This design comes from an exercise in tuning for small area, a short achievable clock period and few clock cycles on the open sky130 flow, not from production work.

==> flow/design.v <==
`timescale 1ns/1ps
`default_nettype none
module md_slow_top (
	input  logic        clk_i,
	input  logic        rst_ni,
	input  logic        mult_en_i,
	input  logic        div_en_i,
	input  logic [1:0]  operator_i,
	input  logic [1:0]  signed_mode_i,
	input  logic [31:0] op_a_i,
	input  logic [31:0] op_b_i,
	output logic [31:0] result_o,
	output logic        valid_o
);
	localparam logic [2:0] S_IDLE = 3'd0;
	localparam logic [2:0] S_PREP = 3'd1;
	localparam logic [2:0] S_ITER = 3'd2;
	localparam logic [2:0] S_DONE = 3'd3;
	localparam logic [2:0] S_FIX  = 3'd4;
	logic [2:0]  st_q, st_d;
	logic [4:0]  cnt_q, cnt_d;
	logic [35:0] r_q, r_d;      
	logic [31:0] l_q, l_d;      
	logic [32:0] d_q;           
	logic [4:0]  x_q, x_d;      
	logic [7:0]  bs_q, bs_d;    
	logic [4:0]  asel_q, asel_d;  
	logic        outl_q, outl_d;  
	logic        sa_q;          
	logic        sb_q;          
	logic [1:0]  op_q;          
	logic en;
	logic is_div;
	logic is_mulh;
	assign en      = mult_en_i | div_en_i;
	assign is_div  = operator_i[1];
	assign is_mulh = (operator_i == 2'd1);
	logic is_div_q, is_mulh_q;
	assign is_div_q  = op_q[1];
	assign is_mulh_q = (op_q == 2'd1);
	logic        sign_a, sign_b;
	logic [31:0] xa, xb;
	logic        b_zero;
	assign sign_a = op_a_i[31] & signed_mode_i[0];
	assign sign_b = op_b_i[31] & signed_mode_i[1];
	assign xa     = op_a_i ^ {32{sign_a}};
	assign xb     = op_b_i ^ {32{sign_b}};
	assign b_zero = (op_b_i == 32'd0);
	logic [31:0] a_xs, b_xs;
	logic [3:0]  c0a, c0b, c0;
	logic        swap;
	assign a_xs = op_a_i ^ {32{op_a_i[31]}};
	assign b_xs = op_b_i ^ {32{op_b_i[31]}};
	always_comb begin
		c0a = 4'd7;
		c0b = 4'd7;
		for (int c = 6; c >= 0; c--) begin
			if ((a_xs >> (4*c+3)) == 32'd0) c0a = 4'(c);
			if ((b_xs >> (4*c+3)) == 32'd0) c0b = 4'(c);
		end
	end
	assign swap = (operator_i == 2'd0) & (c0a < c0b);
	assign c0   = swap ? c0a : c0b;
	always_ff @(posedge clk_i) begin
		d_q  <= is_div ? {1'b0, xb} : (swap ? {1'b0, op_b_i} : {sign_a, op_a_i});
		sa_q <= sign_a;
		sb_q <= sign_b;
	end
	function automatic logic [5:0] msbpos(input logic [31:0] x);
		logic [15:0] v2;
		logic [7:0]  v3;
		logic [3:0]  v4;
		logic [1:0]  v5;
		logic [15:0] p1;
		logic [15:0] p2;
		logic [11:0] p3;
		logic [7:0]  p4;
		logic [4:0]  p5;
		for (int i = 0; i < 16; i++) begin
			v2[i] = x[2*i+1] | x[2*i];
			p1[i] = x[2*i+1];
		end
		for (int i = 0; i < 8; i++) begin
			v3[i] = v2[2*i+1] | v2[2*i];
			p2[2*i +: 2] = v2[2*i+1] ? {1'b1, p1[2*i+1]} : {1'b0, p1[2*i]};
		end
		for (int i = 0; i < 4; i++) begin
			v4[i] = v3[2*i+1] | v3[2*i];
			p3[3*i +: 3] = v3[2*i+1] ? {1'b1, p2[4*i+2 +: 2]} : {1'b0, p2[4*i +: 2]};
		end
		for (int i = 0; i < 2; i++) begin
			v5[i] = v4[2*i+1] | v4[2*i];
			p4[4*i +: 4] = v4[2*i+1] ? {1'b1, p3[6*i+3 +: 3]} : {1'b0, p3[6*i +: 3]};
		end
		p5 = v5[1] ? {1'b1, p4[7:4]} : {1'b0, p4[3:0]};
		msbpos = {v5[1] | v5[0], p5};
	endfunction
	logic [5:0] pa, pb;
	logic [5:0] pdiff;
	logic       q_zero;
	assign pa     = msbpos(xa);
	assign pb     = msbpos(xb);
	assign pdiff  = {1'b0, pb[4:0]} - {1'b0, pa[4:0]};
	assign q_zero = pb[5] & (~pa[5] ? ({4'd0, sign_a} <= pb[4:0]) :
			(~pdiff[5] & (pdiff[4:0] > {4'd0, sign_a})));
	logic [5:0] a_len, b_len;
	logic [6:0] len_diff;
	logic [4:0] j0_in;
	assign a_len    = (pa[5] ? {1'b0, pa[4:0]} + 6'd1 : 6'd0) + {5'd0, sign_a};
	assign b_len    = pb[5] ? {1'b0, pb[4:0]} + 6'd1 : 6'd0;
	assign len_diff = {1'b0, a_len} - {1'b0, b_len};
	assign j0_in    = len_diff[5] ? 5'd31 : len_diff[4:0];
	function automatic logic [2:0] booth_enc(input logic [2:0] b);
		logic one, two, neg;
		one = b[1] ^ b[0];
		two = (b[2] & ~b[1] & ~b[0]) | (~b[2] & b[1] & b[0]);
		neg = b[2] & ~(b[1] & b[0]);
		booth_enc = {neg, two, one};
	endfunction
	function automatic logic [35:0] booth_pp(input logic [32:0] a, input logic [2:0] s);
		logic [35:0] sel;
		sel = s[0] ? {{3{a[32]}}, a} : (s[1] ? {{2{a[32]}}, a, 1'b0} : 36'd0);
		booth_pp = s[2] ? ~sel : sel;
	endfunction
	logic [7:0]  bs;
	assign bs = bs_q;
	logic [35:0] pp_hi, pp_lo, acc_in, row1, cs_s, cs_c, mul_sum;
	logic [36:0] mul_sum_x;
	logic        neg_hi, cin;
	assign pp_hi  = booth_pp(d_q, bs[6:4]);
	assign pp_lo  = booth_pp(d_q, bs[3:1]);
	assign neg_hi = bs[6];
	assign cin    = bs[6] | bs[7];
	always_comb begin
		acc_in = ({36{asel_q[0]}} & {r_q[31:0], 4'd0})
		       | ({36{asel_q[1]}} & {{4{r_q[35]}}, r_q[35:4]})
		       | ({36{asel_q[2]}} & {r_q[34:0], l_q[31]})
		       | ({36{asel_q[3]}} & (r_q ^ {36{sa_q}}))
		       | ({36{asel_q[4]}} & {4'hf, ~l_q});
	end
	assign row1      = {pp_hi[33:0], neg_hi, bs[0]};
	assign cs_s      = acc_in ^ row1 ^ pp_lo;
	assign cs_c      = (acc_in & row1) | (acc_in & pp_lo) | (row1 & pp_lo);
	assign mul_sum_x = {cs_s, 1'b1} + {cs_c[34:0], neg_hi, cin};
	assign mul_sum   = mul_sum_x[36:1];
	logic qb, fix;
	assign qb  = ~mul_sum[35];
	assign fix = op_q[0] | (sa_q ^ sb_q);
	logic [36:0] bx;
	logic [4:0]  chunk_d;
	logic [4:0]  nidx;
	logic        plus1_d;
	assign bx = {{4{sign_b}}, (swap ? op_a_i : op_b_i), 1'b0};
	always_comb begin
		if (st_q == S_IDLE) nidx = is_mulh ? 5'd0 : {1'b0, c0};
		else                nidx = is_mulh_q ? cnt_q + 5'd1 : cnt_q - 5'd1;
		chunk_d = 5'd0;
		for (int c = 0; c < 9; c++) begin
			if (nidx == 5'(c)) chunk_d = bx[4*c +: 5];
		end
		plus1_d = 1'b0;
		bs_d = {plus1_d, booth_enc(chunk_d[4:2]), booth_enc(chunk_d[2:0]), 1'b0};
		bs_d[0] = bs_d[3];
		if (is_div) begin
			if (st_q == S_ITER && cnt_q == 5'd0) begin
				if (op_q[0]) bs_d = {sa_q, 3'b000, mul_sum[35] & sa_q, 1'b0, mul_sum[35],
						mul_sum[35] & (sa_q ^ sb_q)};
				else         bs_d = 8'b10000000;
			end else if (st_q == S_ITER) begin
				bs_d = {4'b0000, ~mul_sum[35], 2'b01, ~mul_sum[35] ^ sb_q};
			end else begin
				bs_d = {4'b0000, 3'b101, ~sign_b};
			end
		end
	end
	logic [4:0]  j0;
	logic [31:0] rot, rmask, abs_a;
	logic [4:0]  rsh;
	assign j0       = x_q;
	assign rsh      = j0;
	assign abs_a    = (r_q[31:0] ^ {32{sa_q}}) + {31'd0, sa_q};
	always_comb begin
		rot = {abs_a[0], abs_a[31:1]};
		if (rsh[0]) rot = {rot[0], rot[31:1]};
		if (rsh[1]) rot = {rot[1:0], rot[31:2]};
		if (rsh[2]) rot = {rot[3:0], rot[31:4]};
		if (rsh[3]) rot = {rot[7:0], rot[31:8]};
		if (rsh[4]) rot = {rot[15:0], rot[31:16]};
		for (int i = 0; i < 32; i++) begin
			rmask[i] = (6'(i) < (6'd31 - {1'b0, rsh}));
		end
	end
	logic fix_done;
	assign fix_done = (st_q == S_FIX) & op_q[0] & ~r_q[35] & ~sa_q;
	always_comb begin
		st_d   = st_q;
		cnt_d  = cnt_q;
		r_d    = r_q;
		l_d    = l_q;
		x_d    = x_q;
		outl_d = outl_q;
		if (en) begin
			case (st_q)
				S_IDLE: begin
					if (!is_div) begin
						r_d    = '0;
						outl_d = 1'b0;
						cnt_d  = is_mulh ? 5'd0 : {1'b0, c0};
						st_d   = S_ITER;
					end else begin
						r_d    = {4'd0, op_a_i};
						l_d    = {32{b_zero}};
						x_d    = j0_in;
						outl_d = ~operator_i[0];
						st_d   = (b_zero | q_zero) ? S_DONE : S_PREP;
					end
				end
				S_PREP: begin
					r_d   = {4'd0, rot & rmask};
					l_d   = rot & ~rmask;
					cnt_d = j0;
					st_d  = S_ITER;
				end
				S_ITER: begin
					r_d = mul_sum;
					if (!is_div_q) begin
						if (is_mulh_q) begin
							cnt_d = cnt_q + 5'd1;
							if (cnt_q == 5'd8) st_d = S_DONE;
						end else begin
							cnt_d = cnt_q - 5'd1;
							if (cnt_q == 5'd0) st_d = S_DONE;
						end
					end else begin
						l_d   = {l_q[30:0], qb};
						cnt_d = cnt_q - 5'd1;
						if (cnt_q == 5'd0) begin
							st_d   = fix ? S_FIX : S_DONE;
							outl_d = ~op_q[0] & ~fix;
						end
					end
				end
				S_FIX: begin
					outl_d = 1'b0;
					if (fix_done) begin
						st_d = S_IDLE;
					end else begin
						r_d  = mul_sum;
						st_d = S_DONE;
					end
				end
				default: begin
					st_d = S_IDLE;
				end
			endcase
		end
	end
	always_comb begin
		case (st_q)
			S_IDLE:  asel_d = {3'b000, is_mulh, ~is_div & ~is_mulh};
			S_PREP:  asel_d = 5'b00100;
			S_ITER:  asel_d = (is_div_q && cnt_q == 5'd0) ? (op_q[0] ? 5'b01000 : 5'b10000) : asel_q;
			default: asel_d = asel_q;
		endcase
	end
	always_ff @(posedge clk_i or negedge rst_ni) begin
		if (!rst_ni) begin
			st_q <= S_IDLE;
		end else begin
			st_q <= st_d;
		end
	end
	always_ff @(posedge clk_i) begin
		cnt_q  <= cnt_d;
		r_q    <= r_d;
		l_q    <= l_d;
		x_q    <= x_d;
		outl_q <= outl_d;
		if (en && st_q == S_IDLE) op_q <= operator_i;
		if (en) asel_q <= asel_d;
		if (en) bs_q <= bs_d;
	end
	assign result_o = outl_q ? l_q : r_q[31:0];
	assign valid_o  = (st_q == S_DONE) | fix_done;
endmodule
`default_nettype wire
Settings: LEC_CHECK=0, ABC_AREA=1, CAP_MARGIN=20, CORE_MARGIN=2, CORE_UTILIZATION=45, SETUP_SLACK_MARGIN=2.5, SLEW_MARGIN=20; clock period 8.0 ns.
standard.sh (not shown) runs the stock make flow with config.mk's settings and CLKGATE_MAP_FILE= SYNTH_SCRIPT=/design/flow/synth_recipe.tcl, a recipe that flattens the netlist after the stock synthesis.
==> flow/flow/run.sh <==
#!/bin/bash
# The standard layout, except that the port buffers are plain buf_2 cells
# instead of the delay-cell buffers that buffer_ports picks by default.
# make's full output goes to flow.log in the work folder.
set -euo pipefail
bash standard.sh "BUFFER_PORTS_ARGS=-buffer_cell sky130_fd_sc_hd__buf_2" finish > flow.log 2>&1
The starting point passed the timing, DRC and antenna checks.
Rerun with:
--- a/flow/design.v
+++ b/flow/design.v
@@ -16,14 +16,15 @@
 	localparam logic [2:0] S_PREP = 3'd1;
 	localparam logic [2:0] S_ITER = 3'd2;
 	localparam logic [2:0] S_DONE = 3'd3;
 	localparam logic [2:0] S_FIX  = 3'd4;
+	localparam logic [2:0] S_POST = 3'd5;
 	logic [2:0]  st_q, st_d;
 	logic [4:0]  cnt_q, cnt_d;
 	logic [35:0] r_q, r_d;      
 	logic [31:0] l_q, l_d;      
 	logic [32:0] d_q;           
-	logic [4:0]  x_q, x_d;      
+	logic [11:0] x_q, x_d;      
 	logic [7:0]  bs_q, bs_d;    
 	logic [4:0]  asel_q, asel_d;  
 	logic        outl_q, outl_d;  
 	logic        sa_q;          
@@ -58,12 +59,16 @@
 			if ((a_xs >> (4*c+3)) == 32'd0) c0a = 4'(c);
 			if ((b_xs >> (4*c+3)) == 32'd0) c0b = 4'(c);
 		end
 	end
-	assign swap = (operator_i == 2'd0) & (c0a < c0b);
+	logic [3:0] nha, nhb, nh;
+	assign nha  = ((~signed_mode_i[0] & op_a_i[31]) | (c0a == 4'd7)) ? 4'd9 : c0a + 4'd1;
+	assign nhb  = ((~signed_mode_i[1] & op_b_i[31]) | (c0b == 4'd7)) ? 4'd9 : c0b + 4'd1;
+	assign swap = (operator_i == 2'd0) ? (c0a < c0b) : (is_mulh & (nha < nhb));
 	assign c0   = swap ? c0a : c0b;
+	assign nh   = swap ? nha : nhb;
 	always_ff @(posedge clk_i) begin
-		d_q  <= is_div ? {1'b0, xb} : (swap ? {1'b0, op_b_i} : {sign_a, op_a_i});
+		d_q  <= is_div ? {1'b0, xb} : (swap ? {sign_b, op_b_i} : {sign_a, op_a_i});
 		sa_q <= sign_a;
 		sb_q <= sign_b;
 	end
 	function automatic logic [5:0] msbpos(input logic [31:0] x);
@@ -103,14 +108,10 @@
 	assign pdiff  = {1'b0, pb[4:0]} - {1'b0, pa[4:0]};
 	assign q_zero = pb[5] & (~pa[5] ? ({4'd0, sign_a} <= pb[4:0]) :
 			(~pdiff[5] & (pdiff[4:0] > {4'd0, sign_a})));
 	logic [5:0] a_len, b_len;
-	logic [6:0] len_diff;
-	logic [4:0] j0_in;
-	assign a_len    = (pa[5] ? {1'b0, pa[4:0]} + 6'd1 : 6'd0) + {5'd0, sign_a};
-	assign b_len    = pb[5] ? {1'b0, pb[4:0]} + 6'd1 : 6'd0;
-	assign len_diff = {1'b0, a_len} - {1'b0, b_len};
-	assign j0_in    = len_diff[5] ? 5'd31 : len_diff[4:0];
+	assign a_len = (pa[5] ? {1'b0, pa[4:0]} + 6'd1 : 6'd0) + {5'd0, sign_a};
+	assign b_len = pb[5] ? {1'b0, pb[4:0]} + 6'd1 : 6'd0;
 	function automatic logic [2:0] booth_enc(input logic [2:0] b);
 		logic one, two, neg;
 		one = b[1] ^ b[0];
 		two = (b[2] & ~b[1] & ~b[0]) | (~b[2] & b[1] & b[0]);
@@ -149,9 +150,9 @@
 	logic [36:0] bx;
 	logic [4:0]  chunk_d;
 	logic [4:0]  nidx;
 	logic        plus1_d;
-	assign bx = {{4{sign_b}}, (swap ? op_a_i : op_b_i), 1'b0};
+	assign bx = swap ? {{4{sign_a}}, op_a_i, 1'b0} : {{4{sign_b}}, op_b_i, 1'b0};
 	always_comb begin
 		if (st_q == S_IDLE) nidx = is_mulh ? 5'd0 : {1'b0, c0};
 		else                nidx = is_mulh_q ? cnt_q + 5'd1 : cnt_q - 5'd1;
 		chunk_d = 5'd0;
@@ -175,13 +176,19 @@
 	end
 	logic [4:0]  j0;
 	logic [31:0] rot, rmask, abs_a;
 	logic [4:0]  rsh;
-	assign j0       = x_q;
-	assign rsh      = j0;
+	logic [6:0] len_diff;
+	assign len_diff = {1'b0, x_q[11:6]} - {1'b0, x_q[5:0]};
+	assign j0       = len_diff[5] ? 5'd31 : len_diff[4:0];
+	logic        post;
+	logic [31:0] rot_in;
+	assign post     = (st_q == S_POST);
+	assign rsh      = post ? {~x_q[2:0], 2'b11} : j0;
 	assign abs_a    = (r_q[31:0] ^ {32{sa_q}}) + {31'd0, sa_q};
-	always_comb begin
-		rot = {abs_a[0], abs_a[31:1]};
+	assign rot_in   = post ? r_q[35:4] : abs_a;
+	always_comb begin
+		rot = {rot_in[0], rot_in[31:1]};
 		if (rsh[0]) rot = {rot[0], rot[31:1]};
 		if (rsh[1]) rot = {rot[1:0], rot[31:2]};
 		if (rsh[2]) rot = {rot[3:0], rot[31:4]};
 		if (rsh[3]) rot = {rot[7:0], rot[31:8]};
@@ -204,14 +211,15 @@
 				S_IDLE: begin
 					if (!is_div) begin
 						r_d    = '0;
 						outl_d = 1'b0;
+						x_d    = {8'd0, nh};
 						cnt_d  = is_mulh ? 5'd0 : {1'b0, c0};
 						st_d   = S_ITER;
 					end else begin
 						r_d    = {4'd0, op_a_i};
 						l_d    = {32{b_zero}};
-						x_d    = j0_in;
+						x_d    = {a_len, b_len};
 						outl_d = ~operator_i[0];
 						st_d   = (b_zero | q_zero) ? S_DONE : S_PREP;
 					end
 				end
@@ -225,9 +233,9 @@
 					r_d = mul_sum;
 					if (!is_div_q) begin
 						if (is_mulh_q) begin
 							cnt_d = cnt_q + 5'd1;
-							if (cnt_q == 5'd8) st_d = S_DONE;
+							if (cnt_q[3:0] + 4'd1 == x_q[3:0]) st_d = (x_q[3:0] == 4'd9) ? S_DONE : S_POST;
 						end else begin
 							cnt_d = cnt_q - 5'd1;
 							if (cnt_q == 5'd0) st_d = S_DONE;
 						end
@@ -239,8 +247,12 @@
 							outl_d = ~op_q[0] & ~fix;
 						end
 					end
 				end
+				S_POST: begin
+					r_d  = {{4{r_q[35]}}, (rot & rmask) | (~rmask & {32{r_q[35]}})};
+					st_d = S_DONE;
+				end
 				S_FIX: begin
 					outl_d = 1'b0;
 					if (fix_done) begin
 						st_d = S_IDLE;
Outcome: Wire length went up by 8.3%; cell count rises by 6.8%; setup slack gets better by 0.0047 ns; via count climbs by 5.2%; cell area grows by 7.4%; core utilization grows by 0.93 points.
No run of this note included a check of the RTL's function; only the layout flow was run.

==> static timing again, ports no longer ideal <==
The results above use ideal ports. As a check the final layouts listed here were re-extracted and re-timed, cells and wires unchanged. Step 1 assumes that a clkbuf_16 drives the clock port and a buf_2 every other input. Step 2 moves the port delays by t, midway between the first and last clock arrival at a register: inputs arrive t later, outputs are due t later. That takes back most of the time a late clock gives input paths. Slacks: ideal ports / drivers / drivers and shift; pairs: ideal ports / drivers.
| run | t (ns) | setup WS [ns] | worst setup path at the end | clock arrival spread, ns | pins driven straight from the clock port |
|---|---|---|---|---|---|
| the first run | 0.524 | 2.596 / 2.596 / 2.169 | input to register | 0.009 / 0.009 | 1 |
| the second run | 0.544 | 2.600 / 2.627 / 2.084 | input to register | 0.017 / 0.017 | 1 |
After both steps every run listed still meets setup and hold. For the second run, which loses most, drivers alone change the setup slack by +0.027 ns; drivers and shift together by -0.516 ns.
